Source: an optimization exercise on an open RTL-to-GDS flow (aim: small area). Production flows keep margins and buffers that such runs may drop. In this exercise RTL edits were held to simulation tests only and were not proved equivalent to the original. Power and IR drop assume default switching activity.

==> flow/design.v <==
package data_mem_pkg;
  typedef enum logic {S_CLEAR, S_IDLE} mem_state_t;
  localparam logic [63:0] CLR_VAL_DEFAULT = '0;
endpackage
module data_mem_bit (
  input  logic clk_i,
  input  logic sel_i,
  input  logic hold_i,
  input  logic d_i,
  output logic q_o
);
  always_ff @(posedge clk_i) begin
    q_o <= (sel_i & d_i) | (hold_i & q_o);
  end
endmodule
module data_mem_wsel (
  input  logic hi_ni,
  input  logic lo_ni,
  input  logic hi_we_i,
  input  logic lo_i,
  output logic sel_o,
  output logic hold_o
);
  assign sel_o  = ~(hi_ni | lo_ni);
  assign hold_o = ~(hi_we_i & lo_i);
endmodule
module data_mem_rd #(
  parameter int unsigned W = 3
) (
  input  logic [W-1:0] sel_i,
  input  logic [W-1:0] d_i,
  output logic         y_no
);
  assign y_no = ~|(sel_i & d_i);
endmodule
module data_mem_rdgate #(
  parameter int unsigned W    = 4,
  parameter bit          OR_N = 1'b0
) (
  input  logic [W-1:0] a_i,
  output logic         y_o
);
  assign y_o = OR_N ? ~|a_i : ~&a_i;
endmodule
module data_mem_rdtree #(
  parameter int unsigned N = 86
) (
  input  logic [N-1:0] in_ni,
  output logic         y_o
);
  function automatic integer fanin(input integer lvl);
    fanin = (lvl % 2 == 0) ? 4 : 2;
  endfunction
  function automatic integer cnt(input integer lvl);
    integer c;
    c = N;
    for (integer l = 0; l < 32; l = l + 1) begin
      if (l < lvl) c = (c + fanin(l) - 1) / fanin(l);
    end
    cnt = c;
  endfunction
  function automatic integer levels(input integer n);
    integer c, l;
    c = n;
    l = 0;
    for (integer i = 0; i < 32; i = i + 1) begin
      if (c > 1) begin
        c = (c + fanin(l) - 1) / fanin(l);
        l = l + 1;
      end
    end
    levels = l;
  endfunction
  localparam int unsigned NL = levels(N);
  logic [N-1:0] lvl [NL+1];
  assign lvl[0] = in_ni;
  for (genvar l = 0; l < NL; l++) begin : g_lvl
    localparam int unsigned F = fanin(l);
    for (genvar g = 0; g < cnt(l + 1); g++) begin : g_gate
      localparam int unsigned W = (cnt(l) - F * g < F) ? cnt(l) - F * g : F;
      data_mem_rdgate #(
        .W   (W),
        .OR_N(l % 2 == 1)
      ) u_gate (
        .a_i(lvl[l][F*g +: W]),
        .y_o(lvl[l+1][g])
      );
    end
    if (cnt(l + 1) < N) begin : g_pad
      assign lvl[l+1][N-1:cnt(l+1)] = '0;
    end
  end
  if (NL % 2 == 1) begin : g_pos
    assign y_o = lvl[NL][0];
  end else begin : g_neg
    assign y_o = ~lvl[NL][0];
  end
endmodule
module data_mem_array #(
  parameter int unsigned   AW      = 8,
  parameter int unsigned   DW      = 8,
  parameter logic [DW-1:0] CLR_VAL = '0
) (
  input  logic          clk_i,
  input  logic          clr_i,
  input  logic          we_i,
  input  logic [AW-1:0] addr_i,
  input  logic [DW-1:0] wdata_i,
  output logic [DW-1:0] rdata_o
);
  localparam int unsigned NW = 1 << AW;
  localparam int unsigned LW = AW / 2;         
  localparam int unsigned HW = AW - LW;
  localparam int unsigned NG = (NW + 2) / 3;   
  localparam bit          CLR_SEL = (CLR_VAL != '0);
  logic [DW-1:0]       mem_q [NW];
  logic [(1<<LW)-1:0]  lo_n, lo_wr;
  logic [(1<<HW)-1:0]  hi_n, hi_wr;
  logic [NW-1:0]       sel, hold;
  logic [DW-1:0]       wd;
  always_comb begin
    for (int k = 0; k < (1 << LW); k++) begin
      lo_n[k]  = ~((CLR_SEL & clr_i) | (addr_i[LW-1:0] == LW'(k)));
      lo_wr[k] = clr_i | (addr_i[LW-1:0] == LW'(k));
    end
    for (int j = 0; j < (1 << HW); j++) begin
      hi_n[j]  = ~((CLR_SEL & clr_i) | (addr_i[AW-1:LW] == HW'(j)));
      hi_wr[j] = clr_i | (we_i & (addr_i[AW-1:LW] == HW'(j)));
    end
  end
  assign wd = clr_i ? CLR_VAL : (we_i ? wdata_i : '0);
  for (genvar i = 0; i < NW; i++) begin : g_word
    data_mem_wsel u_wsel (
      .hi_ni  (hi_n[i >> LW]),
      .lo_ni  (lo_n[i % (1 << LW)]),
      .hi_we_i(hi_wr[i >> LW]),
      .lo_i   (lo_wr[i % (1 << LW)]),
      .sel_o  (sel[i]),
      .hold_o (hold[i])
    );
    for (genvar b = 0; b < DW; b++) begin : g_bit
      data_mem_bit u_bit (
        .clk_i (clk_i),
        .sel_i (sel[i]),
        .hold_i(hold[i]),
        .d_i   (wd[b]),
        .q_o   (mem_q[i][b])
      );
    end
  end
  for (genvar b = 0; b < DW; b++) begin : g_rd
    logic [NW-1:0] col;
    logic [NG-1:0] part_n;
    for (genvar i = 0; i < NW; i++) begin : g_col
      assign col[i] = mem_q[i][b];
    end
    for (genvar g = 0; g < NG; g++) begin : g_slice
      localparam int unsigned W = (NW - 3 * g < 3) ? NW - 3 * g : 3;
      data_mem_rd #(
        .W(W)
      ) u_rd (
        .sel_i(sel[3*g +: W]),
        .d_i  (col[3*g +: W]),
        .y_no (part_n[g])
      );
    end
    data_mem_rdtree #(
      .N(NG)
    ) u_tree (
      .in_ni(part_n),
      .y_o  (rdata_o[b])
    );
  end
endmodule
module data_mem_bank #(
  parameter int unsigned   AW       = 8,
  parameter int unsigned   DW       = 8,
  parameter bit            REG_READ = 1'b1,
  parameter logic [DW-1:0] CLR_VAL  = DW'(data_mem_pkg::CLR_VAL_DEFAULT)
) (
  input  logic          CLK,
  input  logic          RST_N,
  input  logic [AW-1:0] DataAddress,
  input  logic          ReadMem,
  input  logic          WriteMem,
  input  logic [DW-1:0] DataIn,
  input  logic          ClearMem,
  output logic [DW-1:0] DataOut,
  output logic          Busy,
  output logic          AccessErr
);
  logic          busy_q;
  logic [AW-1:0] clr_ptr_q;
  logic          access_err_q;
  logic [DW-1:0] rd_data;
  always_ff @(posedge CLK or negedge RST_N) begin
    if (!RST_N) begin
      busy_q       <= 1'b1;
      clr_ptr_q    <= '0;
      access_err_q <= 1'b0;
    end else begin
      access_err_q <= (ReadMem | WriteMem) & busy_q;
      if (busy_q) begin
        clr_ptr_q <= clr_ptr_q + AW'(1);
        if (clr_ptr_q == '1) busy_q <= 1'b0;
      end else if (ClearMem) begin
        busy_q <= 1'b1;
      end
    end
  end
  assign Busy      = busy_q;
  assign AccessErr = access_err_q;
  data_mem_array #(
    .AW(AW),
    .DW     (DW),
    .CLR_VAL(CLR_VAL)
  ) u_array (
    .clk_i    (CLK),
    .clr_i    (busy_q),
    .we_i     (WriteMem),
    .addr_i   (DataAddress),
    .wdata_i  (DataIn),
    .rdata_o  (rd_data)
  );
  if (REG_READ) begin : g_reg_read
    logic [DW-1:0] dout_q;
    always_ff @(posedge CLK or negedge RST_N) begin
      if (!RST_N) begin
        dout_q <= '0;
      end else if (!busy_q && ReadMem) begin
        dout_q <= WriteMem ? DataIn : rd_data;
      end
    end
    assign DataOut = dout_q;
  end else begin : g_comb_read
    assign DataOut = rd_data;
  end
endmodule
==> flow/run.sh <==
#!/bin/bash
# synth_recipe.tcl (not shown) runs the flow's synth.tcl, then flattens the netlist and writes it again
# the make line also repeats each setting of config.mk as NAME=value (left out here)
make -C /OpenROAD-flow-scripts/flow DESIGN_CONFIG=/design/flow/config.mk WORK_HOME=/design/flow/orfs CLKGATE_MAP_FILE= SYNTH_SCRIPT=/design/flow/synth_recipe.tcl finish
==> flow/config.mk <==
export PLATFORM = sky130hd
export DESIGN_NAME = data_mem_bank
export DESIGN_NICKNAME = data_mem_bank
export VERILOG_FILES = /design/flow/design.v
export SDC_FILE = /design/flow/constraint.sdc
export NUM_CORES = 4
export LEC_CHECK = 0
export CAP_MARGIN = 20
export CORE_MARGIN = 2
export CORE_UTILIZATION = 45
export CTS_BUF_LIST = sky130_fd_sc_hd__clkbuf_8
export CTS_CLUSTER_DIAMETER = 80
export CTS_CLUSTER_SIZE = 18
export GPL_TIMING_DRIVEN = 0
export PLACE_DENSITY = 0.6
export SETUP_SLACK_MARGIN = 0.3
export SLEW_MARGIN = 20
export SYNTH_HIERARCHICAL = 1
==> flow/constraint.sdc <==
create_clock -name core_clock -period 5.0 [get_ports {CLK}]
set_input_delay 1.0000 -clock core_clock [delete_from_list [all_inputs] [get_ports {CLK}]]
set_output_delay 1.0000 -clock core_clock [all_outputs]
set_load 0.01 [all_outputs]
==> results.tsv, run 1 <==
stage	metric	value	unit
sta	slew_headroom	17.2	%
synthesis	synth_ff_type	dfxtp_1	
synthesis	synth_common_cells	a22o_1, dfxtp_1, a222oi_1	
drt	first_iter_violations	8786	
drt	routedWlPerCell	29.3	microns
drt	routed-via-count	56910	
placed_design	hpwlAfterDp	145	mm
flow_run	cap_violations	0	
synthesis	yosys.area.top_type	dfxtp_1	
global_routing	grt_usage	28.1	%
final_layout	layout.nets	6034	
pwr	power_frac_comb	1.4	%
drt	via_per_inst	7.03	
clock_tree	cts_sinks	2066	
synthesis	async_flop_share	0.871	%
final_layout	drive_above_1_share	6.05	%
critical_path	endpoint_kind	flip-flop	
global_routing	grt_pass1_wl	349	mm
placed_design	io_buffers	25	
critical_path	critPathArrivalTime	5.47	ns
critical_path	cp_max_fo	16	
final_layout	fin_area	77600	sq um
final_layout	final.fill_count	13869	
critical_path	cp_common_cell	nor2_1	
pwr	totalPowerFinal	24.6	mW
pwr	leakage	28.9	nW
critical_path	r2r-end	u_array.g_word[80].g_bit[7].u_bit.q_o$_DFF_P_	
clock_tree	path_clk_slew	0.11	ns
sta	clock.fmax	215	MHz
sta	post-route-period-util	93.2	%
critical_path	path_class	in -> reg	
critical_path	reg2regPathDepth	4	
critical_path	cp_cell_sequence	clkdlybuf4s50_1, buf_6, nor2_4, nand2_2, nor2_1, a222oi_1, nand4_1, nor2_1, nand4_1, nor2_1, nand2_1, mux2i_1, o21ai_1	
floorplanning	top_level_ports	31	
pwr	p_int	19.1	mW
final_layout	seqCellArea	41500	sq um
critical_path	crit_buf_inv	2	
final_layout	final_cell_count_no_fill	8094	
final_layout	multiInputGateArea	29600	sq um
drt	totalWireLength	237	mm
pwr	p_per_area	317	nW/um^2
clock_tree	htreeDepth	4	
pwr	p_sw_share	22.4	%
pwr	clockPowerShare	31.5	%
synthesis	synthesis.nets	5805	
drt	ant_nets	0	
clock_tree	cts_buffers	133	
floorplanning	die_area	161000	sq um
clock_tree	insertion_delay	0.92	ns
global_routing	overflow	0	
synthesis	synth_area_leaders	dfxtp_1, a22o_1, a222oi_1	
synthesis	synth.top_cell.area_share	57.8	%
global_routing	grt_pass1_vias	52321	
clock_tree	cts_buffer_depth	3	
global_routing	grt_max_degree	59	
hold_path	min_delay_path_depth	1	
global_routing	antenna_found_initial	5	
critical_path	r2r_slack	1.78	ns
hold_path	holdPathEnd	u_array.g_word[219].g_bit[5].u_bit.q_o$_DFF_P_	
sta	fin_crit	4.66	ns
pwr	net-switching-power	5.51	mW
critical_path	path_delay_family	simple AND/OR/NAND/NOR gates	
floorplanning	coreArea	156000	sq um
placed_design	placed_area	75300	sq um
drt	remaining_drc_errors	0	
clock_tree	cts_hold_buf	0	
sta	hold_viol_final	0	
drt	dr.pass1.iters	15	
synthesis	synth_seq_cells	2066	
sta	slew_viol_final	0	
synthesis	synth_cell_types	38	
placed_design	place_inst	7925	
placed_design	place.gp.congestion	0.817	
synthesis	ys_warn_count	13	
synthesis	postSynthCellCount	5783	
floorplanning	start_util	45.3	%
floorplanning	die_h	401	microns
synthesis	syn-cell-area	70900	sq um
floorplanning	rows	145	
critical_path	max_stage_delay	0.68	ns
sta	finClkSkew	0.0394	ns
critical_path	r2r_start	busy_q$_DFF_PN1_	
final_layout	utilization	49.6	%
sta	hold-worst-slack	0.478	ns
clock_tree	cts_root_buffer	clkbuf_8	
outcome	status	finished clean	
hold_path	hp-class	reg -> reg	
final_layout	syn_to_final_growth	9.44	%
hold_path	min_from	u_array.g_word[219].g_bit[5].u_bit.q_o$_DFF_P_	
critical_path	critPathSlowestCell	clkdlybuf4s50_1	
synthesis	ys_seq_area_share	58.5	%
synthesis	syn_avg_cell_area	12.3	sq um
pwr	peakVddDrop	0.269	mV
floorplanning	die_w	401	microns
sta	grt_setup_unrepaired	no	
synthesis	synth_edf_count	0	
critical_path	cp.required	5.81	ns
sta	setup_violations	0	
pwr	pwr-share-seq	67.2	%
clock_tree	cts_tree	yes	
critical_path	start_kind	input pin	
sta	worst_pin_slew	1.24	ns
==> state kept, by name, summed over array words and instances (netlist names) <==
| register | count |
|---|---|
| access_err_q | 1 |
| busy_q | 1 |
| u_array.g_word.g_bit.u_bit.q_o | 2048 |
| clr_ptr_q | 8 |
| g_reg_read.dout_q | 8 |
==> routing by layer <==
layer  vias to the layer above  global-route usage [%]  share of wire, %
li1                      25261                       -                 -
met1                     28455                    41.0                45
met2                      2811                    40.4                43
met3                       381                    5.49               8.8
met4                         2                    11.1               3.9
met5                         -                       0            0.0055
==> cell type report <==
class                           count  share of cell area, %
Clock inverter                     19                  0.169
Timing Repair Buffer               94                   2.20
Sequential cell                  2066                   53.4
Antenna cell                        4                 0.0129
Clock buffer                      136                   2.41
Tap cell                         2058                   3.32
Inverter                            8                 0.0387
Multi-Input combinational cell   3686                   38.2
Buffer                             23                  0.226
==> Yosys stat by module, one instance, submodules excluded, a selection <==
module         cells inside  flops+latches  cell area (sq um)
data_mem_wsel             2              0               7.51
data_mem_bank            69             18                820
data_mem_bit              2              1               28.8
==> logic make-up after synthesis <==
kind of cell,share of synthesized area [%]
AOI/OAI and AO/OA,35.4
DFF,58.5
and+or+nand+nor,5.62
buffers and inverters,0.290
muxes,0.129
xor gates and xnor gates,0.0865
adders and majority gates,0.0177
==> power groups by stage <==
| stage | clock (mW) | sequential [mW] | combinational [mW] |
|---|---|---|---|
| floorplan | 0 | 16.9 | 0.151 |
| global placement | 0 | 16.9 | 0.292 |
| detailed placement | 0 | 16.9 | 0.320 |
| CTS | 7.91 | 16.5 | 0.321 |
| global route | 8.50 | 16.5 | 0.347 |
| finish | 7.73 | 16.5 | 0.334 |
==> cell usage in the layout, fill, tap and decap left out, types with 8 or more instances in the layout <==
cell	Yosys	layout
clkbuf_8	0	136
clkdlybuf4s50_1	0	25
clkinvlp_4	0	12
nor2_1	355	295
mux2i_1	8	8
buf_6	9	9
o21ai_1	8	8
buf_2	8	8
a31o_1	8	8
dfxtp_1	2048	2048
buf_12	0	26
nand3_1	18	12
buf_4	3	13
and2_4	0	8
inv_1	8	12
nor2_2	2	62
a22o_1	2048	2048
dfrtp_1	17	17
a222oi_1	680	680
nand2_1	315	299
nand4_1	185	185
nand2_2	0	12
buf_16	0	29
==> what timing repair did <==
| item | CTS | global route |
|---|---|---|
| buffers inserted | 0 | 0 |
| endpoints found under the setup margin | 1 | 8 |
| resized for setup | 1 | 6 |
==> through the flow <==
| stage | setup TNS [ns] | setup WS (ns) |
|---|---|---|
| after floorplan | 0 | 0.958 |
| after global placement | -3540.46 | -3.05 |
| after detailed placement | -5.35 | -0.734 |
| after CTS | 0 | 0.310 |
| after global routing | 0 | 0.352 |
| final | 0 | 0.339 |
==> worst max-delay path by stage <==
| stage | from | end | slack (ns) | cells after the start |
|---|---|---|---|---|
| finish | DataAddress[7] | g_reg_read.dout_q[1]$_DFFE_PN0P_ | 0.34 | 13 |
| global placement | DataAddress[3] | u_array.g_word[239].g_bit[1].u_bit.q_o$_DFF_P_ | -3.05 | 5 |
| global route | DataAddress[6] | g_reg_read.dout_q[5]$_DFFE_PN0P_ | 0.35 | 14 |
| detailed placement | DataAddress[6] | g_reg_read.dout_q[1]$_DFFE_PN0P_ | -0.73 | 13 |
| floorplan | WriteMem | u_array.g_word[0].g_bit[0].u_bit.q_o$_DFF_P_ | 0.96 | 4 |
| CTS | DataAddress[5] | g_reg_read.dout_q[2]$_DFFE_PN0P_ | 0.31 | 12 |
==> run 2, diff against run 1 <==
--- a/flow/config.mk
+++ b/flow/config.mk
@@ -7,12 +7,11 @@
 export LEC_CHECK = 0
 export CAP_MARGIN = 20
 export CORE_MARGIN = 2
-export CORE_UTILIZATION = 45
+export CORE_UTILIZATION = 55
 export CTS_BUF_LIST = sky130_fd_sc_hd__clkbuf_8
 export CTS_CLUSTER_DIAMETER = 80
 export CTS_CLUSTER_SIZE = 18
 export GPL_TIMING_DRIVEN = 0
-export PLACE_DENSITY = 0.6
-export SETUP_SLACK_MARGIN = 0.3
+export PLACE_DENSITY = 0.65
 export SLEW_MARGIN = 20
 export SYNTH_HIERARCHICAL = 1
==> run 2 against run 1 <==
Critical endpoint unchanged; worst hold slack gained 0.0011 ns; the layout now fails its checks (negative setup slack); flip-flop and latch count is the same; wire length shrank 2.1%; count of clock-buffer cells in the layout grew 6.
==> results.tsv, run 2 <==
stage	metric	value	unit	change
final_layout	fin_area	77000	sq um	was 77600 sq um
clock_tree	post-cts-setup-buffer-count	0		unchanged
sta	finClkSkew	0.0300	ns	was 0.0394 ns
drt	totalWireLength	232	mm	was 237 mm
critical_path	crit_buf_inv	2		unchanged
floorplanning	top_level_ports	31		unchanged
global_routing	grt_pass1_vias	52060		was 52321
outcome	so_faults	negative setup slack		
sta	slew_viol_final	0		unchanged
synthesis	synth_common_cells	a22o_1, dfxtp_1, a222oi_1		unchanged
sta	worst_pin_slew	1.22	ns	was 1.24 ns
placed_design	placed_area	74800	sq um	was 75300 sq um
flow_run	cap_violations	0		unchanged
clock_tree	cts_hold_buf	0		unchanged
sta	post-route-period-util	102	%	was 93.2%
synthesis	postSynthCellCount	5783		unchanged
drt	routed-via-count	57181		was 56910
drt	ant_nets	0		unchanged
pwr	peakVddDrop	0.246	mV	was 0.269 mV
placed_design	io_buffers	25		unchanged
critical_path	cp_max_fo	16		unchanged
global_routing	grt_usage	33.8	%	was 28.1%
floorplanning	die_w	363	microns	was 401 microns
final_layout	utilization	60.3	%	was 49.6%
drt	remaining_drc_errors	0		unchanged
sta	fin_crit	5.09	ns	was 4.66 ns
pwr	leakage	28.9	nW	about the same
clock_tree	htreeDepth	4		unchanged
synthesis	synth_area_leaders	dfxtp_1, a22o_1, a222oi_1		unchanged
sta	slew_headroom	18.6	%	was 17.2%
final_layout	syn_to_final_growth	8.67	%	was 9.44%
synthesis	yosys.area.top_type	dfxtp_1		unchanged
critical_path	start_kind	input pin		unchanged
clock_tree	cts_root_buffer	clkbuf_8		unchanged
drt	dr.pass1.iters	7		was 15
clock_tree	path_clk_slew	0.11	ns	about the same
critical_path	critPathSlowestCell	a222oi_1		was clkdlybuf4s50_1
final_layout	final.fill_count	10474		was 13869
floorplanning	die_area	132000	sq um	was 161000 sq um
floorplanning	coreArea	128000	sq um	was 156000 sq um
sta	clock.fmax	197	MHz	was 215 MHz
critical_path	max_stage_delay	0.79	ns	was 0.68 ns
clock_tree	insertion_delay	0.90	ns	was 0.92 ns
critical_path	cp.required	5.79	ns	was 5.81 ns
sta	grt_setup_unrepaired	no		unchanged
critical_path	cp_common_cell	nor2_1		unchanged
hold_path	hp-class	reg -> reg		unchanged
critical_path	cp_cell_sequence	clkdlybuf4s50_1, buf_6, nor2_4, nand2_1, nor2_1, a222oi_1, nand4_1, nor2_1, nand4_1, nor2_1, nand2_1, mux2i_1, o21ai_1		was clkdlybuf4s50_1, buf_6, nor2_4, nand2_2, nor2_1, a222oi_1, nand4_1, nor2_1, nand4_1, nor2_1, nand2_1, mux2i_1, o21ai_1
final_layout	drive_above_1_share	5.65	%	was 6.05%
global_routing	grt_max_degree	59		unchanged
synthesis	ys_warn_count	13		unchanged
critical_path	critPathArrivalTime	5.87	ns	was 5.47 ns
pwr	p_per_area	320	nW/um^2	was 317 nW/um^2
sta	hold_viol_final	0		unchanged
global_routing	overflow	0		unchanged
final_layout	largest_reg_flops	2048		unchanged
clock_tree	cts_sinks	2066		unchanged
critical_path	path_delay_family	simple AND/OR/NAND/NOR gates		unchanged
clock_tree	ctsResizeCount	0		was 1
floorplanning	start_util	55.5	%	was 45.3%
critical_path	endpoint_kind	flip-flop		unchanged
outcome	status	complete, but fails checks		was finished clean
floorplanning	rows	131		was 145
global_routing	grt_pass1_wl	342	mm	was 349 mm
sta	setup_violations	4		was 0
floorplanning	die_h	363	microns	was 401 microns
synthesis	synth_seq_cells	2066		unchanged
synthesis	syn-cell-area	70900	sq um	unchanged
clock_tree	cts_buffers	133		unchanged
drt	first_iter_violations	9482		was 8786
synthesis	synth_edf_count	0		unchanged
synthesis	syn_avg_cell_area	12.3	sq um	unchanged
synthesis	synthesis.nets	5805		unchanged
critical_path	path_class	in -> reg		unchanged
sta	setup_ws	-0.0852	ns	was 0.339 ns
clock_tree	cts_tree	yes		unchanged
placed_design	hpwlAfterDp	141	mm	was 145 mm
placed_design	place.gp.congestion	0.824		was 0.817
synthesis	synth.top_cell.area_share	57.8	%	unchanged
synthesis	ys_seq_area_share	58.5	%	unchanged
synthesis	async_flop_share	0.871	%	unchanged
final_layout	mostFrequentLayoutCells	a22o_1, dfxtp_1, a222oi_1, nor2_1, nand2_1		was a22o_1, dfxtp_1, a222oi_1, nand2_1, nor2_1
drt	via_per_inst	7.43		was 7.03
drt	routedWlPerCell	30.1	microns	was 29.3 microns
final_layout	largestRegisters	u_array.g_word.g_bit.u_bit.q_o x2048, clr_ptr_q x8, g_reg_read.dout_q x8		unchanged
synthesis	synth_ff_type	dfxtp_1		unchanged
global_routing	antenna_found_initial	4		was 5
sta	hold-worst-slack	0.479	ns	was 0.478 ns
final_layout	layout.nets	6038		was 6034
final_layout	max_flop_register	u_array.g_word.g_bit.u_bit.q_o		unchanged
synthesis	synth_cell_types	38		unchanged
clock_tree	cts_buffer_depth	3		unchanged
## run 2: stage by stage
step | setup TNS (ns) | setup slack (ns) | power [mW] | instances
final | -0.175 | -0.0852 | 24.6 | 7699
after global routing | 0 | 0.0174 | 25.4 | 7698
after CTS | 0 | 0.258 | 24.8 | 7683
after detailed placement | -5.29 | -0.755 | 17.2 | 7530
after global placement | -3507.37 | -2.34 | 17.2 | 7470
after floorplan | 0 | 0.958 | 17.0 | 5783
## run 2: power by group
group	leakage (nW)	internal (mW)	total [mW]	switching, mW
logic	11.2	0.0891	0.338	0.249
registers	16.7	16.5	16.5	0.0323
clock network	1.08	2.68	7.78	5.11
## run 2: layer usage
layer | global-route usage, % | share of wire, %
met2 | 49.3 | 43
met3 | 5.72 | 9.2
met1 | 49.2 | 43
met4 | 14.4 | 4.2
met5 | 0 | 0
## run 2: worst paths after layout
kind	cells after the start	start	slack, ns	endpoint
setup / recovery	13	DataAddress[6]	-0.09	g_reg_read.dout_q[1]$_DFFE_PN0P_
min in group asynchronous	1	RST_N	0.61	g_reg_read.dout_q[4]$_DFFE_PN0P_
max in group asynchronous	1	RST_N	3.79	clr_ptr_q[2]$_DFFE_PN0P_
hold / removal	1	u_array.g_word[178].g_bit[4].u_bit.q_o$_DFF_P_	0.48	u_array.g_word[178].g_bit[4].u_bit.q_o$_DFF_P_
hold reg to reg	1	u_array.g_word[178].g_bit[4].u_bit.q_o$_DFF_P_	0.48	u_array.g_word[178].g_bit[4].u_bit.q_o$_DFF_P_
setup reg to reg	4	busy_q$_DFF_PN1_	1.57	u_array.g_word[203].g_bit[4].u_bit.q_o$_DFF_P_
## run 2: area by class of cell
class	instances	area (sq um)	share of cell area, %
tap	1662	2080	2.70
clock inverter	11	108	0.140
clock buffer	142	1950	2.54
multi-input combinational	3686	29500	38.3
buffer	23	175	0.227
timing repair buffer	98	1690	2.20
antenna	3	7.51	0.00975
inverter	8	30.0	0.0390
sequential	2066	41500	53.8
## run 2: worst reg2reg max path, stage by stage (launching register included)
cell and delay (ns):
dfstp_2 0.87, clkbuf_1 0.54, a31o_2 1.01, nand2_1 0.56
a22o_1 0.35
## run 2: kinds of logic after synthesis
kind of cell    share of synthesized area [%]
flops                                    58.5
simple gates                             5.62
fa+ha+maj                              0.0177
xor+xnor                               0.0865
mux                                     0.129
buf+inv                                 0.290
compound gates                           35.4
## run 2: per-module statistics from Yosys (local to each module, per instance), excerpt
module,cells,flip-flops and latches
data_mem_bank,69,18
data_mem_wsel,2,0
data_mem_bit,2,1
==> run 3, diff against run 2 <==
--- a/flow/config.mk
+++ b/flow/config.mk
@@ -8,9 +8,9 @@
 export CAP_MARGIN = 20
 export CORE_MARGIN = 2
 export CORE_UTILIZATION = 55
-export CTS_BUF_LIST = sky130_fd_sc_hd__clkbuf_8
-export CTS_CLUSTER_DIAMETER = 80
-export CTS_CLUSTER_SIZE = 18
+export CTS_BUF_LIST = sky130_fd_sc_hd__clkbuf_16
+export CTS_CLUSTER_DIAMETER = 100
+export CTS_CLUSTER_SIZE = 30
 export GPL_TIMING_DRIVEN = 0
 export PLACE_DENSITY = 0.65
 export SLEW_MARGIN = 20
==> run 3 against run 2 <==
The layout still fails its checks (negative setup slack); maximum frequency rose by 0.63%; core utilization barely moved; first-iteration DRC count rose by 1.4%; count of clock-buffer cells in the layout fell by 61; clock skew fell by 0.0068 ns.
==> results.tsv, run 3 <==
stage	metric	value	unit	change
outcome	status	complete, but fails checks		unchanged
outcome	so_faults	negative setup slack		unchanged
placed_design	placed_area	74800	sq um	unchanged
drt	routedWlPerCell	30.2	microns	was 30.1 microns
critical_path	crit_start	DataAddress[6]		unchanged
final_layout	largest_reg_flops	2048		unchanged
hold_path	holdPathEnd	u_array.g_word[94].g_bit[7].u_bit.q_o$_DFF_P_		was u_array.g_word[178].g_bit[4].u_bit.q_o$_DFF_P_
clock_tree	insertion_delay	0.73	ns	was 0.90 ns
sta	worst_pin_slew	1.22	ns	about the same
pwr	leakage	28.9	nW	about the same
clock_tree	path_clk_slew	0.11	ns	about the same
final_layout	layout.nets	5983		was 6038
synthesis	synth_edf_count	0		unchanged
critical_path	endpoint_kind	flip-flop		unchanged
clock_tree	post-cts-setup-buffer-count	0		unchanged
global_routing	grt_pass1_vias	51634		was 52060
synthesis	ys_warn_count	13		unchanged
synthesis	synth_seq_cells	2066		unchanged
sta	slew_viol_final	0		unchanged
sta	slew_headroom	18.9	%	was 18.6%
drt	first_iter_violations	9617		was 9482
hold_path	min_from	u_array.g_word[94].g_bit[7].u_bit.q_o$_DFF_P_		was u_array.g_word[178].g_bit[4].u_bit.q_o$_DFF_P_
critical_path	critPathArrivalTime	5.67	ns	was 5.87 ns
drt	remaining_drc_errors	0		unchanged
critical_path	r2r-end	u_array.g_word[203].g_bit[4].u_bit.q_o$_DFF_P_		unchanged
final_layout	drive_above_1_share	4.61	%	was 5.65%
synthesis	syn-cell-area	70900	sq um	unchanged
critical_path	cp_max_fo	16		unchanged
pwr	peakVddDrop	0.262	mV	was 0.246 mV
hold_path	hp-class	reg -> reg		unchanged
sta	tns	-0.0927	ns	was -0.175 ns
final_layout	fin_area	77000	sq um	about the same
global_routing	grt_usage	33.4	%	was 33.8%
clock_tree	htreeDepth	3		was 4
drt	totalWireLength	231	mm	was 232 mm
synthesis	synth_ff_type	dfxtp_1		unchanged
clock_tree	cts_sinks	2066		unchanged
clock_tree	cts_hold_buf	0		unchanged
final_layout	final.fill_count	10464		was 10474
placed_design	place_ws	-0.755	ns	unchanged
critical_path	r2r_start	busy_q$_DFF_PN1_		unchanged
sta	post-route-period-util	101	%	was 102%
floorplanning	top_level_ports	31		unchanged
final_layout	multiInputGateArea	29500	sq um	unchanged
critical_path	reg2regPathDepth	4		unchanged
critical_path	r2r_slack	1.56	ns	was 1.57 ns
placed_design	place.gp.congestion	0.824		unchanged
final_layout	seqCellArea	41500	sq um	unchanged
clock_tree	cts_buffers	78		was 133
floorplanning	coreArea	128000	sq um	unchanged
drt	dr.pass1.iters	10		was 7
placed_design	hpwlAfterDp	141	mm	unchanged
synthesis	synth_cell_types	38		unchanged
sta	hold_viol_final	0		unchanged
synthesis	yosys.area.top_type	dfxtp_1		unchanged
critical_path	path_delay_family	simple AND/OR/NAND/NOR gates		unchanged
critical_path	cp.required	5.61	ns	was 5.79 ns
final_layout	utilization	60.3	%	about the same
final_layout	max_flop_register	u_array.g_word.g_bit.u_bit.q_o		unchanged
global_routing	antenna_found_initial	2		was 4
sta	finClkSkew	0.0233	ns	was 0.0300 ns
clock_tree	ctsResizeCount	0		unchanged
critical_path	path_class	in -> reg		unchanged
critical_path	cp_cell_sequence	clkdlybuf4s50_1, buf_6, nor2b_4, buf_6, nand2_1, nor2_1, a222oi_1, nand4_1, nor2_1, nand4_1, nor2_1, nand2_1, mux2i_1, o21ai_1		was clkdlybuf4s50_1, buf_6, nor2_4, nand2_1, nor2_1, a222oi_1, nand4_1, nor2_1, nand4_1, nor2_1, nand2_1, mux2i_1, o21ai_1
clock_tree	cts_tree	yes		unchanged
floorplanning	die_h	363	microns	unchanged
drt	ant_nets	0		unchanged
final_layout	largestRegisters	u_array.g_word.g_bit.u_bit.q_o x2048, clr_ptr_q x8, g_reg_read.dout_q x8		unchanged
sta	grt_setup_unrepaired	no		unchanged
sta	clock.fmax	198	MHz	was 197 MHz
synthesis	synth_area_leaders	dfxtp_1, a22o_1, a222oi_1		unchanged
placed_design	io_buffers	25		unchanged
pwr	p_per_area	322	nW/um^2	was 320 nW/um^2
clock_tree	cts_buffer_depth	3		unchanged
critical_path	cp_common_cell	nor2_1		unchanged
critical_path	max_stage_delay	0.69	ns	was 0.79 ns
clock_tree	cts_root_buffer	clkbuf_16		was clkbuf_8
floorplanning	start_util	55.5	%	unchanged
synthesis	synth.top_cell.area_share	57.8	%	unchanged
sta	setup_ws	-0.0536	ns	was -0.0852 ns
hold_path	min_delay_path_depth	1		unchanged
floorplanning	rows	131		unchanged
sta	fin_crit	5.05	ns	was 5.09 ns
global_routing	grt_pass1_wl	340	mm	was 342 mm
critical_path	start_kind	input pin		unchanged
final_layout	mostFrequentLayoutCells	a22o_1, dfxtp_1, a222oi_1, nor2_1, nand2_1		unchanged
global_routing	grt_max_degree	59		unchanged
global_routing	overflow	0		unchanged
synthesis	postSynthCellCount	5783		unchanged
drt	via_per_inst	7.44		was 7.43
synthesis	syn_avg_cell_area	12.3	sq um	unchanged
critical_path	critPathSlowestCell	a222oi_1		unchanged
synthesis	synthesis.nets	5805		unchanged
floorplanning	die_w	363	microns	unchanged
final_layout	syn_to_final_growth	8.68	%	was 8.67%
synthesis	ys_seq_area_share	58.5	%	unchanged
sta	setup_violations	3		was 4
synthesis	synth_common_cells	a22o_1, dfxtp_1, a222oi_1		unchanged
floorplanning	die_area	132000	sq um	unchanged
drt	routed-via-count	56782		was 57181
flow_run	cap_violations	0		unchanged
critical_path	crit_buf_inv	3		was 2
synthesis	async_flop_share	0.871	%	unchanged
run 3: changes by cell type in the layout (fill, tap and decap cells not counted), sizes merged:
cell,before,now
clkbuf,145,84
inv,14,11
clkinvlp,2,0
diode,3,1
bufinv,2,1
clkinv,1,0
run 3: worst max path at each step:
stage / to / depth (start not counted)
finish: g_reg_read.dout_q[4]$_DFFE_PN0P_ / 14
global route: g_reg_read.dout_q[0]$_DFFE_PN0P_ / 13
CTS: g_reg_read.dout_q[1]$_DFFE_PN0P_ / 13
detailed placement: g_reg_read.dout_q[1]$_DFFE_PN0P_ / 13
global placement: u_array.g_word[79].g_bit[4].u_bit.q_o$_DFF_P_ / 5
floorplan: u_array.g_word[0].g_bit[0].u_bit.q_o$_DFF_P_ / 4
run 3: cell type report:
type / instances / share of cell area (%)
multi-input combinational: 3686 / 38.3
clock buffer: 81 / 2.63
tap: 1662 / 2.70
antenna: 1 / 0.00325
inverter: 8 / 0.0390
buffer: 23 / 0.227
timing repair buffer: 98 / 2.20
sequential: 2066 / 53.8
clock inverter: 4 / 0.0536
run 3: where the power goes:
group / total [mW] / switching [mW] / internal [mW]
Clock: 7.96 / 4.97 / 2.99
Sequential: 16.5 / 0.0325 / 16.5
Combinational: 0.338 / 0.249 / 0.0892
run 3: metrics by stage:
stage / power, mW / hold WS [ns] / instances
2_1_floorplan: 17.0 / 0.438 / 5783
3_3_place_gp: 17.2 / 0.450 / 7470
3_5_place_dp: 17.2 / 0.451 / 7530
4_1_cts: 25.0 / 0.483 / 7615
5_1_grt: 25.5 / 0.489 / 7628
6_report: 24.8 / 0.481 / 7629
run 3: cells by family (layout without fill, tap and decap cells):
| kind of cell | after synthesis | count (layout) | share of synthesized area (%) |
|---|---|---|---|
| other | 0 | 1 | 0 |
| adders and majority gates | 1 | 1 | 0.0177 |
| xor gates and xnor gates | 7 | 7 | 0.0865 |
| AOI/OAI and AO/OA | 2769 | 2769 | 35.4 |
| and+or+nand+nor | 900 | 900 | 5.62 |
| DFF | 2066 | 2066 | 58.5 |
| buffers and inverters | 31 | 214 | 0.290 |
| muxes | 9 | 9 | 0.129 |
run 3: routing by layer:
metal | up-vias | part of all wire (%) | wire length [microns] | track usage (%)
met5 | - | 0 | 0 | 0
met4 | 0 | 4.4 | 10100 | 13.2
met3 | 418 | 8.9 | 20500 | 5.65
met2 | 2645 | 43 | 99500 | 49.1
met1 | 28531 | 44 | 101000 | 48.9
li1 | 25188 | - | - | -
run 3: modules after synthesis, one instance, submodules excluded, excerpt:
module	flops+latches	cell area [sq um]	copies in the design
data_mem_bit	1	28.8	2048
data_mem_bank	18	820	1
data_mem_wsel	0	7.51	256
==> run 4, diff against run 3 <==
==> flow/config.mk (replaced) <==
export PLATFORM = sky130hd
export DESIGN_NAME = data_mem_bank
export DESIGN_NICKNAME = data_mem_bank
export VERILOG_FILES = /design/flow/design.v
export SDC_FILE = /design/flow/constraint.sdc
export NUM_CORES = 4
export LEC_CHECK = 0
export CAP_MARGIN = 20
export CORE_MARGIN = 2
export CORE_UTILIZATION = 60
export CTS_BUF_LIST = sky130_fd_sc_hd__clkbuf_8
export CTS_CLUSTER_DIAMETER = 80
export CTS_CLUSTER_SIZE = 15
export GPL_TIMING_DRIVEN = 0
export PLACE_DENSITY = 0.75
export SETUP_SLACK_MARGIN = 0.3
export SLEW_MARGIN = 20
export SYNTH_HIERARCHICAL = 1
==> run 4 against run 3 <==
The run now finishes clean; wire length decreased by 2.7%; sequential power about the same; combinational power decreased by 2%; worst hold slack worse by 0.0049 ns; first-iteration DRC count is 11% higher; clock power up 2%; clock skew is 0.0090 ns higher; via count is 2.0% higher; count of clock-buffer cells in the layout grew 83; sequential share of layout area shrank 0.17 points; synthesized cell count stayed put; area after synthesis stayed put; highest routed layer is now met5.
==> results.tsv, run 4 <==
stage	metric	value	unit	change
critical_path	max_stage_delay	0.63	ns	was 0.69 ns
critical_path	path_class	in -> reg		unchanged
drt	totalWireLength	225	mm	was 231 mm
final_layout	final_cell_count_no_fill	7596		was 7629
final_layout	largestRegisters	u_array.g_word.g_bit.u_bit.q_o x2048, clr_ptr_q x8, g_reg_read.dout_q x8		unchanged
synthesis	synth_common_cells	a22o_1, dfxtp_1, a222oi_1		unchanged
flow_run	cap_violations	0		unchanged
critical_path	crit_buf_inv	2		was 3
sta	fin_crit	4.73	ns	was 5.05 ns
placed_design	place.gp.congestion	0.862		was 0.824
drt	remaining_drc_errors	0		unchanged
synthesis	synthesis.nets	5805		unchanged
drt	first_iter_violations	10706		was 9617
global_routing	grt_max_degree	62		was 59
critical_path	cp_max_fo	16		unchanged
global_routing	grt_usage	35.4	%	was 33.4%
floorplanning	coreArea	118000	sq um	was 128000 sq um
synthesis	async_flop_share	0.871	%	unchanged
clock_tree	path_clk_slew	0.11	ns	about the same
sta	worst_pin_slew	1.32	ns	was 1.22 ns
clock_tree	cts_tree	yes		unchanged
critical_path	path_delay_family	simple AND/OR/NAND/NOR gates		unchanged
final_layout	final.fill_count	8833		was 10464
drt	ant_nets	0		unchanged
global_routing	antenna_found_initial	9		was 2
final_layout	drive_above_1_share	6.66	%	was 4.61%
outcome	status	finished clean		was complete, but fails checks
synthesis	synth_cell_types	38		unchanged
hold_path	min_from	u_array.g_word[92].g_bit[7].u_bit.q_o$_DFF_P_		was u_array.g_word[94].g_bit[7].u_bit.q_o$_DFF_P_
synthesis	ys_seq_area_share	58.5	%	unchanged
floorplanning	top_level_ports	31		unchanged
synthesis	postSynthCellCount	5783		unchanged
synthesis	synth_seq_cells	2066		unchanged
final_layout	fin_area	77300	sq um	was 77000 sq um
placed_design	placed_area	74600	sq um	was 74800 sq um
sta	hold_viol_final	0		unchanged
synthesis	synth.top_cell.area_share	57.8	%	unchanged
clock_tree	cts_buffers	155		was 78
pwr	p_per_area	323	nW/um^2	was 322 nW/um^2
final_layout	seqCellArea	41500	sq um	unchanged
synthesis	yosys.area.top_type	dfxtp_1		unchanged
final_layout	max_flop_register	u_array.g_word.g_bit.u_bit.q_o		unchanged
pwr	peakVddDrop	0.284	mV	was 0.262 mV
critical_path	r2r_start	busy_q$_DFF_PN1_		unchanged
sta	slew_headroom	12.3	%	was 18.9%
critical_path	endpoint_kind	flip-flop		unchanged
pwr	leakage	29.1	nW	was 28.9 nW
floorplanning	die_w	348	microns	was 363 microns
drt	dr.pass1.iters	11		was 10
final_layout	largest_reg_flops	2048		unchanged
drt	routed-via-count	57907		was 56782
critical_path	cp_common_cell	nor2_1		unchanged
critical_path	critPathSlowestCell	nand2_1		was a222oi_1
drt	via_per_inst	7.62		was 7.44
clock_tree	insertion_delay	0.88	ns	was 0.73 ns
hold_path	hp-class	reg -> reg		unchanged
final_layout	layout.nets	6055		was 5983
synthesis	syn_avg_cell_area	12.3	sq um	unchanged
placed_design	io_buffers	25		unchanged
sta	setup_violations	0		was 3
final_layout	multiInputGateArea	29600	sq um	was 29500 sq um
synthesis	synth_edf_count	0		unchanged
synthesis	syn-cell-area	70900	sq um	unchanged
floorplanning	die_area	121000	sq um	was 132000 sq um
final_layout	syn_to_final_growth	9.03	%	was 8.68%
synthesis	ys_warn_count	13		unchanged
global_routing	grt_pass1_vias	52855		was 51634
critical_path	cp.required	5.78	ns	was 5.61 ns
floorplanning	die_h	348	microns	was 363 microns
clock_tree	htreeDepth	4		was 3
global_routing	grt_pass1_wl	333	mm	was 340 mm
critical_path	crit_start	DataAddress[4]		was DataAddress[6]
global_routing	overflow	0		unchanged
final_layout	mostFrequentLayoutCells	a22o_1, dfxtp_1, a222oi_1, nand2_1, nor2_1		was a22o_1, dfxtp_1, a222oi_1, nor2_1, nand2_1
sta	grt_setup_unrepaired	yes		was no
critical_path	start_kind	input pin		unchanged
sta	finClkSkew	0.0323	ns	was 0.0233 ns
sta	post-route-period-util	94.5	%	was 101%
floorplanning	rows	126		was 131
sta	clock.fmax	212	MHz	was 198 MHz
critical_path	cp_cell_sequence	clkdlybuf4s50_1, and2_1, buf_2, nand2_1, nor2_1, a222oi_1, nand4_1, nor2_1, nand4_1, nor2_1, nand2_1, mux2i_1, o21ai_1		was clkdlybuf4s50_1, buf_6, nor2b_4, buf_6, nand2_1, nor2_1, a222oi_1, nand4_1, nor2_1, nand4_1, nor2_1, nand2_1, mux2i_1, o21ai_1
critical_path	critPathArrivalTime	5.50	ns	was 5.67 ns
clock_tree	cts_buffer_depth	3		unchanged
clock_tree	cts_sinks	2066		unchanged
drt	routedWlPerCell	29.6	microns	was 30.2 microns
placed_design	hpwlAfterDp	137	mm	was 141 mm
placed_design	place_inst	7402		was 7530
synthesis	synth_area_leaders	dfxtp_1, a22o_1, a222oi_1		unchanged
sta	slew_viol_final	0		unchanged
floorplanning	start_util	60.3	%	was 55.5%
synthesis	synth_ff_type	dfxtp_1		unchanged
clock_tree	cts_root_buffer	clkbuf_8		was clkbuf_16
[run 4: routing by layer]
metal  wire length, microns  part of all wire, %  GRT usage, %  vias to the layer above
met5                     54                0.024             0                        -
met4                  11000                  4.9          17.2                        8
met3                  24400                   11          8.19                      562
met2                  96600                   43          51.4                     3436
met1                  92400                   41          49.8                    28572
li1                       -                    -             -                    25329
[run 4: report_power, final]
group,total (mW),internal [mW],switching [mW]
Combinational,0.330,0.0898,0.240
Sequential,16.5,16.5,0.0331
Clock,8.14,3.00,5.14
Total,25.0,19.6,5.42
[run 4: cell type report]
type	count	share of cell area, %
plain buffers	23	0.227
clock inverters	11	0.118
well taps	1536	2.49
flip-flops and latches	2066	53.6
clock buffers	164	2.92
repair buffers	93	2.23
inverters	8	0.0389
diodes	9	0.0291
multi-input cells	3686	38.3
[run 4: metrics by stage]
stage | power, mW | hold slack [ns] | setup TNS [ns] | util [%] | setup WS [ns]
after CTS | 25.0 | 0.479 | 0 | 65.5 | 0.331
after floorplan | 17.0 | 0.438 | 0 | - | 0.958
after global placement | 17.2 | 0.450 | -3000.89 | 62.1 | -1.63
after detailed placement | 17.2 | 0.451 | -5.34 | 63.4 | -0.702
final | 25.0 | 0.476 | 0 | 65.7 | 0.274
after global routing | 25.7 | 0.487 | 0 | 65.7 | 0.250
[run 4: path summary, 6_finish.rpt]
check,depth (start not counted),endpoint,slack [ns]
max in group asynchronous,1,clr_ptr_q[2]$_DFFE_PN0P_,3.90
max,13,g_reg_read.dout_q[5]$_DFFE_PN0P_,0.27
min reg2reg,1,u_array.g_word[92].g_bit[7].u_bit.q_o$_DFF_P_,0.48
min in group asynchronous,1,g_reg_read.dout_q[5]$_DFFE_PN0P_,0.58
max reg2reg,4,u_array.g_word[188].g_bit[6].u_bit.q_o$_DFF_P_,1.65
min,1,u_array.g_word[92].g_bit[7].u_bit.q_o$_DFF_P_,0.48
[run 4: logic make-up after synthesis]
group	count (synthesis)	share of synthesized area, %
AOI/OAI and AO/OA	2769	35.4
xor gates and xnor gates	7	0.0865
adders and majority gates	1	0.0177
buffers and inverters	31	0.290
DFF	2066	58.5
muxes	9	0.129
and+or+nand+nor	900	5.62
[run 4: timing repair]
action / 4_1_cts / 5_1_grt
gates resized for setup: 16 / 45
endpoints found under the setup margin: 5 / 8
setup buffers: 0 / 0
hold buffers: 0 / 0
[run 4: per-module statistics from Yosys (local to each module, per instance), a selection]
module | cell area (sq um) | times used
data_mem_bank | 820 | 1
data_mem_bit | 28.8 | 2048
data_mem_wsel | 7.51 | 256
==> run 5, diff against run 4 <==
--- a/flow/config.mk
+++ b/flow/config.mk
@@ -7,12 +7,12 @@
 export LEC_CHECK = 0
 export CAP_MARGIN = 20
 export CORE_MARGIN = 2
-export CORE_UTILIZATION = 60
+export CORE_UTILIZATION = 35
 export CTS_BUF_LIST = sky130_fd_sc_hd__clkbuf_8
 export CTS_CLUSTER_DIAMETER = 80
-export CTS_CLUSTER_SIZE = 15
+export CTS_CLUSTER_SIZE = 16
 export GPL_TIMING_DRIVEN = 0
-export PLACE_DENSITY = 0.75
+export PLACE_DENSITY = 0.5
 export SETUP_SLACK_MARGIN = 0.3
 export SLEW_MARGIN = 20
 export SYNTH_HIERARCHICAL = 1
==> run 5 against run 4 <==
Non-clock buffer count stayed put; count of clock-buffer cells in the layout is 11 lower; setup slack better by 0.030 ns; highest routed layer unchanged; area after synthesis stayed put; cell count is 15% higher; clock skew is 0.0098 ns higher; worst hold slack worse by 0.018 ns; wire length is 14% higher; via count is 2.1% lower; sequential share of layout area is 1.0 points lower; register-to-register slack better by 0.17 ns.
==> results.tsv, run 5 <==
stage	metric	value	unit	change
drt	routed-via-count	56674		was 57907
final_layout	final.fill_count	19222		was 8833
sta	setup_ws	0.304	ns	was 0.274 ns
floorplanning	coreArea	202000	sq um	was 118000 sq um
synthesis	synthesis.nets	5805		unchanged
floorplanning	start_util	35.1	%	was 60.3%
clock_tree	cts_buffer_depth	3		unchanged
drt	dr.pass1.iters	7		was 11
clock_tree	htreeDepth	4		unchanged
drt	route.met2.wl	113	mm	was 96.6 mm
sta	setup_violations	0		unchanged
global_routing	grt_pass1_wl	367	mm	was 333 mm
sta	hold-worst-slack	0.458	ns	was 0.476 ns
floorplanning	die_area	206000	sq um	was 121000 sq um
final_layout	largest_reg_flops	2048		unchanged
pwr	clockPowerShare	33.3	%	was 32.6%
clock_tree	post-cts-setup-buffer-count	0		unchanged
critical_path	endpoint_kind	flip-flop		unchanged
pwr	net-switching-power	5.76	mW	was 5.42 mW
pwr	p_int	19.5	mW	was 19.6 mW
pwr	peakVddDrop	0.273	mV	was 0.284 mV
pwr	power_frac_comb	1.4	%	was 1.3%
synthesis	synthAdderAreaFrac	0.0177	%	unchanged
sta	clock.fmax	213	MHz	was 212 MHz
synthesis	synth_area_leaders	dfxtp_1, a22o_1, a222oi_1		unchanged
hold_path	hp-class	in -> reg		was reg -> reg
synthesis	yosys.area.top_type	dfxtp_1		unchanged
final_layout	mostFrequentLayoutCells	a22o_1, dfxtp_1, a222oi_1, nand2_1, nor2_1		unchanged
clock_tree	path_clk_slew	0.11	ns	about the same
synthesis	ys_warn_count	13		unchanged
placed_design	place.gp.congestion	0.790		was 0.862
sta	tns	0	ns	unchanged
final_layout	multiInputGateArea	29800	sq um	was 29600 sq um
critical_path	cp_max_fo	16		unchanged
synthesis	synth_edf_count	0		unchanged
global_routing	grt_max_degree	58		was 62
synthesis	synth-compound-area-share	35.4	%	unchanged
sta	post-route-period-util	93.9	%	was 94.5%
sta	worst_pin_slew	1.20	ns	was 1.32 ns
floorplanning	rows	165		was 126
drt	routed.top_layer	met5		unchanged
drt	wl_met3	19.7	mm	was 24.4 mm
synthesis	async_flop_share	0.871	%	unchanged
drt	via_per_inst	6.49		was 7.62
synthesis	syn-cell-area	70900	sq um	unchanged
critical_path	r2r_start	busy_q$_DFF_PN1_		unchanged
drt	first_iter_violations	8297		was 10706
clock_tree	cts_hold_buf	0		unchanged
floorplanning	die_w	454	microns	was 348 microns
critical_path	crit_start	DataAddress[6]		was DataAddress[4]
pwr	p_per_area	321	nW/um^2	was 323 nW/um^2
synthesis	yosys.area_share.xor_xnor	0.0865	%	unchanged
synthesis	syn_avg_cell_area	12.3	sq um	unchanged
synthesis	synth_seq_cells	2066		unchanged
drt	totalWireLength	255	mm	was 225 mm
critical_path	cp.required	5.87	ns	was 5.78 ns
sta	slew_headroom	20.0	%	was 12.3%
drt	routedWlPerCell	29.2	microns	was 29.6 microns
placed_design	place_ws	-1.03	ns	was -0.702 ns
sta	grt_setup_unrepaired	no		was yes
sta	fin_crit	4.70	ns	was 4.73 ns
global_routing	grt_usage	23.5	%	was 35.4%
synthesis	synth-simple-area-share	5.62	%	unchanged
placed_design	hpwlAfterDp	153	mm	was 137 mm
sta	hold_viol_final	0		unchanged
clock_tree	cts_sinks	2066		unchanged
synthesis	ys_seq_area_share	58.5	%	unchanged
clock_tree	cts_buffers	149		was 155
synthesis	synth_ff_type	dfxtp_1		unchanged
sta	slew_viol_final	0		unchanged
global_routing	overflow	0		unchanged
clock_tree	insertion_delay	0.97	ns	was 0.88 ns
final_layout	syn_to_final_growth	11.2	%	was 9.03%
global_routing	grt_pass1_vias	52679		was 52855
critical_path	start_kind	input pin		unchanged
hold_path	min_from	WriteMem		was u_array.g_word[92].g_bit[7].u_bit.q_o$_DFF_P_
pwr	leakage	29.1	nW	about the same
drt	wl_met1	114	mm	was 92.4 mm
drt	ant_nets	0		unchanged
final_layout	max_flop_register	u_array.g_word.g_bit.u_bit.q_o		unchanged
critical_path	critPathArrivalTime	5.56	ns	was 5.50 ns
drt	remaining_drc_errors	0		unchanged
flow_run	cap_violations	0		unchanged
floorplanning	die_h	454	microns	was 348 microns
final_layout	layout.nets	6049		was 6055
pwr	pwr-share-seq	65.3	%	was 66.1%
critical_path	path_class	in -> reg		unchanged
final_layout	seqCellArea	41500	sq um	unchanged
synthesis	postSynthCellCount	5783		unchanged
synthesis	synth.top_cell.area_share	57.8	%	unchanged
clock_tree	cts_root_buffer	clkbuf_8		unchanged
synthesis	synth_cell_types	38		unchanged
placed_design	io_buffers	25		unchanged
sta	finClkSkew	0.0421	ns	was 0.0323 ns
final_layout	largestRegisters	u_array.g_word.g_bit.u_bit.q_o x2048, clr_ptr_q x8, g_reg_read.dout_q x8		unchanged
final_layout	drive_above_1_share	7.53	%	was 6.66%
synthesis	synthMuxAreaShare	0.129	%	unchanged
synthesis	synth_top_family_by_area	compound AO/OA/AOI/OAI gates		unchanged
synthesis	synth_common_cells	a22o_1, dfxtp_1, a222oi_1		unchanged
global_routing	antenna_found_initial	10		was 9
pwr	p_sw_share	22.8	%	was 21.7%
clock_tree	cts_tree	yes		unchanged
outcome	status	finished clean		unchanged
floorplanning	top_level_ports	31		unchanged
-- run 5: cell count changes in the layout (fill, tap and decap cells not counted), moves of 6 or more --
cell and change:
nor2_1 -44, buf_4 +6, nand2_1 -7, clkbuf_8 -11
a21o_2 -6, a21o_4 +6, nor2_2 +44, buf_16 -10
nand2_4 +7, clkinvlp_4 +7
-- run 5: kinds of logic after synthesis --
group / after synthesis
fa+ha+maj: 1
buf+inv: 31
compound gates: 2769
xor+xnor: 7
flops: 2066
mux: 9
simple gates: 900
-- run 5: metrics by stage --
stage          total power [mW]  area (sq um)  utilization, %  std cells
3_3_place_gp               17.2         74500            36.9       8480
3_5_place_dp               17.2         75900            37.7       8532
6_report                   25.3         78800            39.1       8738
2_1_floorplan              17.0         70900               -       5783
4_1_cts                    25.5         78400            38.8       8712
5_1_grt                    26.1         78800            39.1       8731
-- run 5: worst max-delay path, stage by stage --
cell and delay (ns):
clkdlybuf4s50_1 0.73, buf_6 0.30, nor2b_4 0.13, buf_6 0.19, nand2_2 0.36, nor2_1 0.36
a222oi_1 0.58, nand4_1 0.21, nor2_1 0.37, nand4_1 0.52, nor2_2 0.39, nand2_1 0.16
mux2i_1 0.14, o21ai_1 0.08
-- run 5: final cells by class --
class                           instances  share of cell area (%)
Tap cell                             2672                    4.24
Buffer                                 23                   0.222
Antenna cell                           10                  0.0318
Clock buffer                          153                    2.67
Multi-Input combinational cell       3686                    37.9
Inverter                                8                  0.0381
Sequential cell                      2066                    52.6
Clock inverter                         27                   0.311
Timing Repair Buffer                   93                    1.99
-- run 5: power by group through the flow --
stage | clock network [mW] | logic, mW | registers, mW
2_1_floorplan | 0 | 0.151 | 16.9
3_3_place_gp | 0 | 0.307 | 16.9
3_5_place_dp | 0 | 0.331 | 16.9
4_1_cts | 8.69 | 0.335 | 16.5
5_1_grt | 9.24 | 0.362 | 16.5
6_report | 8.43 | 0.348 | 16.5
-- run 5: worst paths after layout --
kind / end / slack, ns / cells after the start
min in group asynchronous: g_reg_read.dout_q[3]$_DFFE_PN0P_ / 0.49 / 1
max in group asynchronous: clr_ptr_q[1]$_DFFE_PN0P_ / 3.98 / 1
worst max-delay path: g_reg_read.dout_q[6]$_DFFE_PN0P_ / 0.30 / 14
worst max register to register: u_array.g_word[86].g_bit[1].u_bit.q_o$_DFF_P_ / 1.82 / 4
worst min register to register: u_array.g_word[92].g_bit[6].u_bit.q_o$_DFF_P_ / 0.48 / 1
worst min-delay path: access_err_q$_DFF_PN0_ / 0.46 / 2
-- run 5: repair_timing --
item | CTS | global route
gates resized for setup | 25 | 19
endpoints found under the setup margin | 8 | 8
pin swaps | 0 | 1
-- run 5: Yosys stat by module (local to each module, per instance), a selection --
module | area, sq um | flops+latches | cells | times used
data_mem_bit | 28.8 | 1 | 2 | 2048
data_mem_bank | 820 | 18 | 69 | 1
data_mem_wsel | 7.51 | 0 | 2 | 256
-- run 5: layer usage --
layer | vias up | global-route usage, %
met5 | - | 0
met4 | 2 | 7.83
met3 | 342 | 4.57
met2 | 2406 | 35.6
met1 | 28597 | 33.5
li1 | 25327 | -
==> run 6, diff against run 5 <==
--- a/flow/config.mk
+++ b/flow/config.mk
@@ -7,12 +7,13 @@
 export LEC_CHECK = 0
 export CAP_MARGIN = 20
 export CORE_MARGIN = 2
-export CORE_UTILIZATION = 35
+export CORE_UTILIZATION = 45
 export CTS_BUF_LIST = sky130_fd_sc_hd__clkbuf_8
 export CTS_CLUSTER_DIAMETER = 80
-export CTS_CLUSTER_SIZE = 16
+export CTS_CLUSTER_SIZE = 17
+export GPL_ROUTABILITY_DRIVEN = 0
 export GPL_TIMING_DRIVEN = 0
-export PLACE_DENSITY = 0.5
+export PLACE_DENSITY = 0.6
 export SETUP_SLACK_MARGIN = 0.3
 export SLEW_MARGIN = 20
 export SYNTH_HIERARCHICAL = 1
==> run 6 against run 5 <==
Die area down 22%; core utilization up 11 points; sequential power about the same; cell count down 7.3%; combinational power down 4%; clock skew down 0.0073 ns; area after synthesis unchanged; non-clock buffer count down 1.
==> results.tsv, run 6 <==
stage	metric	value	unit	change
pwr	p_per_area	319	nW/um^2	was 321 nW/um^2
critical_path	crit_buf_inv	3		unchanged
floorplanning	top_level_ports	31		unchanged
synthesis	synth-simple-area-share	5.62	%	unchanged
hold_path	min_delay_path_depth	1		was 2
critical_path	r2r_slack	1.77	ns	was 1.82 ns
critical_path	max_stage_delay	0.59	ns	was 0.73 ns
sta	clock.fmax	212	MHz	was 213 MHz
placed_design	hpwlAfterDp	145	mm	was 153 mm
synthesis	synthAdderAreaFrac	0.0177	%	unchanged
pwr	peakVddDrop	0.277	mV	was 0.273 mV
synthesis	synth_ff_type	dfxtp_1		unchanged
floorplanning	die_w	401	microns	was 454 microns
sta	worst_pin_slew	1.18	ns	was 1.20 ns
final_layout	final_cell_count_no_fill	8100		was 8738
sta	setup_violations	0		unchanged
outcome	status	finished clean		unchanged
sta	finClkSkew	0.0348	ns	was 0.0421 ns
sta	slew_headroom	20.8	%	was 20.0%
drt	totalWireLength	238	mm	was 255 mm
drt	ant_nets	0		unchanged
placed_design	place_inst	7925		was 8532
clock_tree	post-cts-setup-buffer-count	0		unchanged
clock_tree	path_clk_slew	0.11	ns	about the same
floorplanning	start_util	45.3	%	was 35.1%
flow_run	cap_violations	0		unchanged
global_routing	grt_pass1_vias	52476		was 52679
hold_path	min_from	u_array.g_word[55].g_bit[4].u_bit.q_o$_DFF_P_		was WriteMem
clock_tree	cts_buffer_depth	3		unchanged
sta	slew_viol_final	0		unchanged
hold_path	holdPathEnd	u_array.g_word[55].g_bit[4].u_bit.q_o$_DFF_P_		was access_err_q$_DFF_PN0_
critical_path	cp_common_cell	nor2_1		
drt	first_iter_violations	9091		was 8297
final_layout	max_flop_register	u_array.g_word.g_bit.u_bit.q_o		unchanged
drt	remaining_drc_errors	0		unchanged
synthesis	syn_avg_cell_area	12.3	sq um	unchanged
synthesis	synth_edf_count	0		unchanged
synthesis	synth.top_cell.area_share	57.8	%	unchanged
global_routing	grt_max_degree	59		was 58
synthesis	synthesis.nets	5805		unchanged
critical_path	reg2regPathDepth	4		unchanged
critical_path	cp.required	5.79	ns	was 5.87 ns
clock_tree	htreeDepth	4		unchanged
critical_path	r2r-end	u_array.g_word[80].g_bit[0].u_bit.q_o$_DFF_P_		was u_array.g_word[86].g_bit[1].u_bit.q_o$_DFF_P_
pwr	leakage	29.0	nW	was 29.1 nW
critical_path	cp_max_fo	16		unchanged
final_layout	drive_above_1_share	6.06	%	was 7.53%
critical_path	critPathSlowestCell	clkdlybuf4s50_1		unchanged
floorplanning	die_area	161000	sq um	was 206000 sq um
clock_tree	cts_root_buffer	clkbuf_8		unchanged
critical_path	path_delay_family	simple AND/OR/NAND/NOR gates		unchanged
hold_path	hp-class	reg -> reg		was in -> reg
final_layout	syn_to_final_growth	9.57	%	was 11.2%
critical_path	start_kind	input pin		unchanged
synthesis	async_flop_share	0.871	%	unchanged
synthesis	synth-compound-area-share	35.4	%	unchanged
synthesis	ys_warn_count	13		unchanged
critical_path	cp_cell_sequence	clkdlybuf4s50_1, buf_6, nor2b_4, buf_6, nand2_1, nor2_1, a222oi_1, nand4_1, nor2_1, nand4_1, nor2_1, nand2_1, mux2i_1, o21ai_1		was clkdlybuf4s50_1, buf_6, nor2b_4, buf_6, nand2_2, nor2_1, a222oi_1, nand4_1, nor2_1, nand4_1, nor2_2, nand2_1, mux2i_1, o21ai_1
final_layout	fin_area	77700	sq um	was 78800 sq um
sta	hold_viol_final	0		unchanged
synthesis	postSynthCellCount	5783		unchanged
drt	via_per_inst	7.01		was 6.49
synthesis	syn-cell-area	70900	sq um	unchanged
critical_path	r2r_start	busy_q$_DFF_PN1_		unchanged
sta	fin_crit	4.72	ns	was 4.70 ns
critical_path	critPathArrivalTime	5.52	ns	was 5.56 ns
synthesis	synth_area_leaders	dfxtp_1, a22o_1, a222oi_1		unchanged
global_routing	grt_usage	28.1	%	was 23.5%
floorplanning	rows	145		was 165
drt	routed-via-count	56808		was 56674
clock_tree	cts_tree	yes		unchanged
critical_path	endpoint_kind	flip-flop		unchanged
clock_tree	insertion_delay	0.93	ns	was 0.97 ns
synthesis	yosys.area.top_type	dfxtp_1		unchanged
final_layout	largest_reg_flops	2048		unchanged
synthesis	synthMuxAreaShare	0.129	%	unchanged
global_routing	overflow	0		unchanged
synthesis	synth_top_family_by_area	compound AO/OA/AOI/OAI gates		unchanged
sta	post-route-period-util	94.4	%	was 93.9%
placed_design	placed_area	75300	sq um	was 75900 sq um
final_layout	mostFrequentLayoutCells	a22o_1, dfxtp_1, a222oi_1, nand2_1, nor2_1		unchanged
final_layout	largestRegisters	u_array.g_word.g_bit.u_bit.q_o x2048, clr_ptr_q x8, g_reg_read.dout_q x8		unchanged
synthesis	synth_common_cells	a22o_1, dfxtp_1, a222oi_1		unchanged
floorplanning	coreArea	156000	sq um	was 202000 sq um
final_layout	layout.nets	6038		was 6049
floorplanning	die_h	401	microns	was 454 microns
synthesis	synth_cell_types	38		unchanged
placed_design	io_buffers	25		unchanged
synthesis	ys_seq_area_share	58.5	%	unchanged
synthesis	yosys.area_share.xor_xnor	0.0865	%	unchanged
drt	routedWlPerCell	29.3	microns	was 29.2 microns
critical_path	path_class	in -> reg		unchanged
synthesis	synth_seq_cells	2066		unchanged
drt	dr.pass1.iters	9		was 7
clock_tree	cts_sinks	2066		unchanged
global_routing	grt_pass1_wl	349	mm	was 367 mm
global_routing	antenna_found_initial	8		was 10
clock_tree	cts_buffers	139		was 149
sta	grt_setup_unrepaired	no		unchanged
final_layout	utilization	49.7	%	was 39.1%
[run 6: changes by cell type in the layout (fill, tap and decap cells not counted), sizes merged]
cell,before,now
diode,10,4
clkbuf,156,151
buf,88,87
bufinv,3,0
clkinvlp,12,7
clkinv,2,1
inv,18,15
[run 6: worst max-delay path by stage]
| stage | slack (ns) | to | cells after the start | start |
|---|---|---|---|---|
| 2_1_floorplan | 0.96 | u_array.g_word[0].g_bit[0].u_bit.q_o$_DFF_P_ | 4 | WriteMem |
| 3_3_place_gp | -3.05 | u_array.g_word[239].g_bit[1].u_bit.q_o$_DFF_P_ | 5 | DataAddress[3] |
| 3_5_place_dp | -0.73 | g_reg_read.dout_q[1]$_DFFE_PN0P_ | 13 | DataAddress[6] |
| 4_1_cts | 0.31 | g_reg_read.dout_q[2]$_DFFE_PN0P_ | 12 | DataAddress[5] |
| 5_1_grt | 0.34 | g_reg_read.dout_q[3]$_DFFE_PN0P_ | 14 | DataAddress[6] |
| 6_report | 0.28 | g_reg_read.dout_q[4]$_DFFE_PN0P_ | 14 | DataAddress[6] |
[run 6: logic make-up (layout without fill, tap and decap cells)]
logic type | after synthesis | count (layout)
compound gates | 2769 | 2769
xor+xnor | 7 | 7
fa+ha+maj | 1 | 1
buf+inv | 31 | 286
flops | 2066 | 2066
mux | 9 | 9
other cells | 0 | 4
simple gates | 900 | 900
[run 6: what timing repair did]
| action | 4_1_cts | 5_1_grt |
|---|---|---|
| gates resized for setup | 1 | 6 |
| pin swaps | 0 | 0 |
| hold buffers | 0 | 0 |
| endpoints found under the setup margin | 1 | 8 |
[run 6: cell type report]
cell class | count | area [sq um]
plain buffers | 23 | 175
clock inverters | 15 | 83.8
inverters | 8 | 30.0
clock buffers | 148 | 2040
diodes | 4 | 10.0
flip-flops and latches | 2066 | 41500
repair buffers | 92 | 1690
multi-input cells | 3686 | 29600
fillers | 13866 | 78700
well taps | 2058 | 2570
[run 6: report_power, final]
part / switching, mW / total [mW] / internal [mW] / leakage [nW]
clock network: 5.23 / 7.91 / 2.68 / 1.11
registers: 0.0310 / 16.5 / 16.5 / 16.7
logic: 0.245 / 0.335 / 0.0897 / 11.2
total: 5.51 / 24.8 / 19.3 / 29.0
[run 6: per-module statistics from Yosys (local to each module, per instance), a selection]
module         cells  cell area (sq um)  copies in the design
data_mem_wsel      2               7.51                   256
data_mem_bank     69                820                     1
data_mem_bit       2               28.8                  2048
[run 6: per-layer routing]
metal / up-vias / routed length [microns] / track usage, % / part of all wire (%)
li1: 25271 / - / - / -
met1: 28283 / 105000 / 41.2 / 44
met2: 2835 / 101000 / 40.4 / 43
met3: 417 / 22100 / 5.38 / 9.3
met4: 2 / 9540 / 11.0 / 4.0
met5: - / 13 / 0 / 0.0055
[run 6: through the flow]
stage | total power [mW] | TNS, ns | worst slack (ns) | hold slack [ns]
floorplan | 17.0 | 0 | 0.958 | 0.438
global placement | 17.2 | -3540.46 | -3.05 | 0.450
detailed placement | 17.2 | -5.35 | -0.734 | 0.451
CTS | 25.0 | 0 | 0.308 | 0.428
global route | 25.6 | 0 | 0.337 | 0.474
finish | 24.8 | 0 | 0.279 | 0.478

[afterwards: timing with drivers on the ports]
How much do the figures lean on ideal ports? The routed layouts below were timed once more, with nothing changed but the port constraints.
Step 1, drivers: a clkbuf_16 drives CLK and a buf_2 each remaining input, both assumed.
Step 2 also shifts input and output timing later by t, the mid clock arrival at the registers, as if the neighbouring blocks saw the same clock.
a / b / c = ideal / step 1 / step 2; a / b = the first two.
run	t, ns	slack for setup (ns)	worst setup path after step 2	clock arrival spread, ns	worst data-port slew with drivers (ns)
run 1	0.984	0.339 / 0.383 / -0.601	input to register	0.050 / 0.050	0.08
run 2	0.967	-0.085 / -0.037 / -1.004	input to register	0.037 / 0.038	0.15
run 3	0.796	-0.054 / 0.005 / -0.791	input to register	0.030 / 0.030	0.14
run 4	0.949	0.274 / 0.283 / -0.666	input to register	0.043 / 0.044	0.22
run 5	1.025	0.304 / 0.349 / -0.676	input to register	0.046 / 0.046	0.28
run 6	0.976	0.279 / 0.329 / -0.648	input to register	0.055 / 0.055	0.09
Met with ideal ports but missed after step 2: setup timing in run 1, run 4, run 5 and run 6. The setup slack of run 5, which loses most, moves by +0.045 ns with the drivers and by -0.980 ns with both steps.
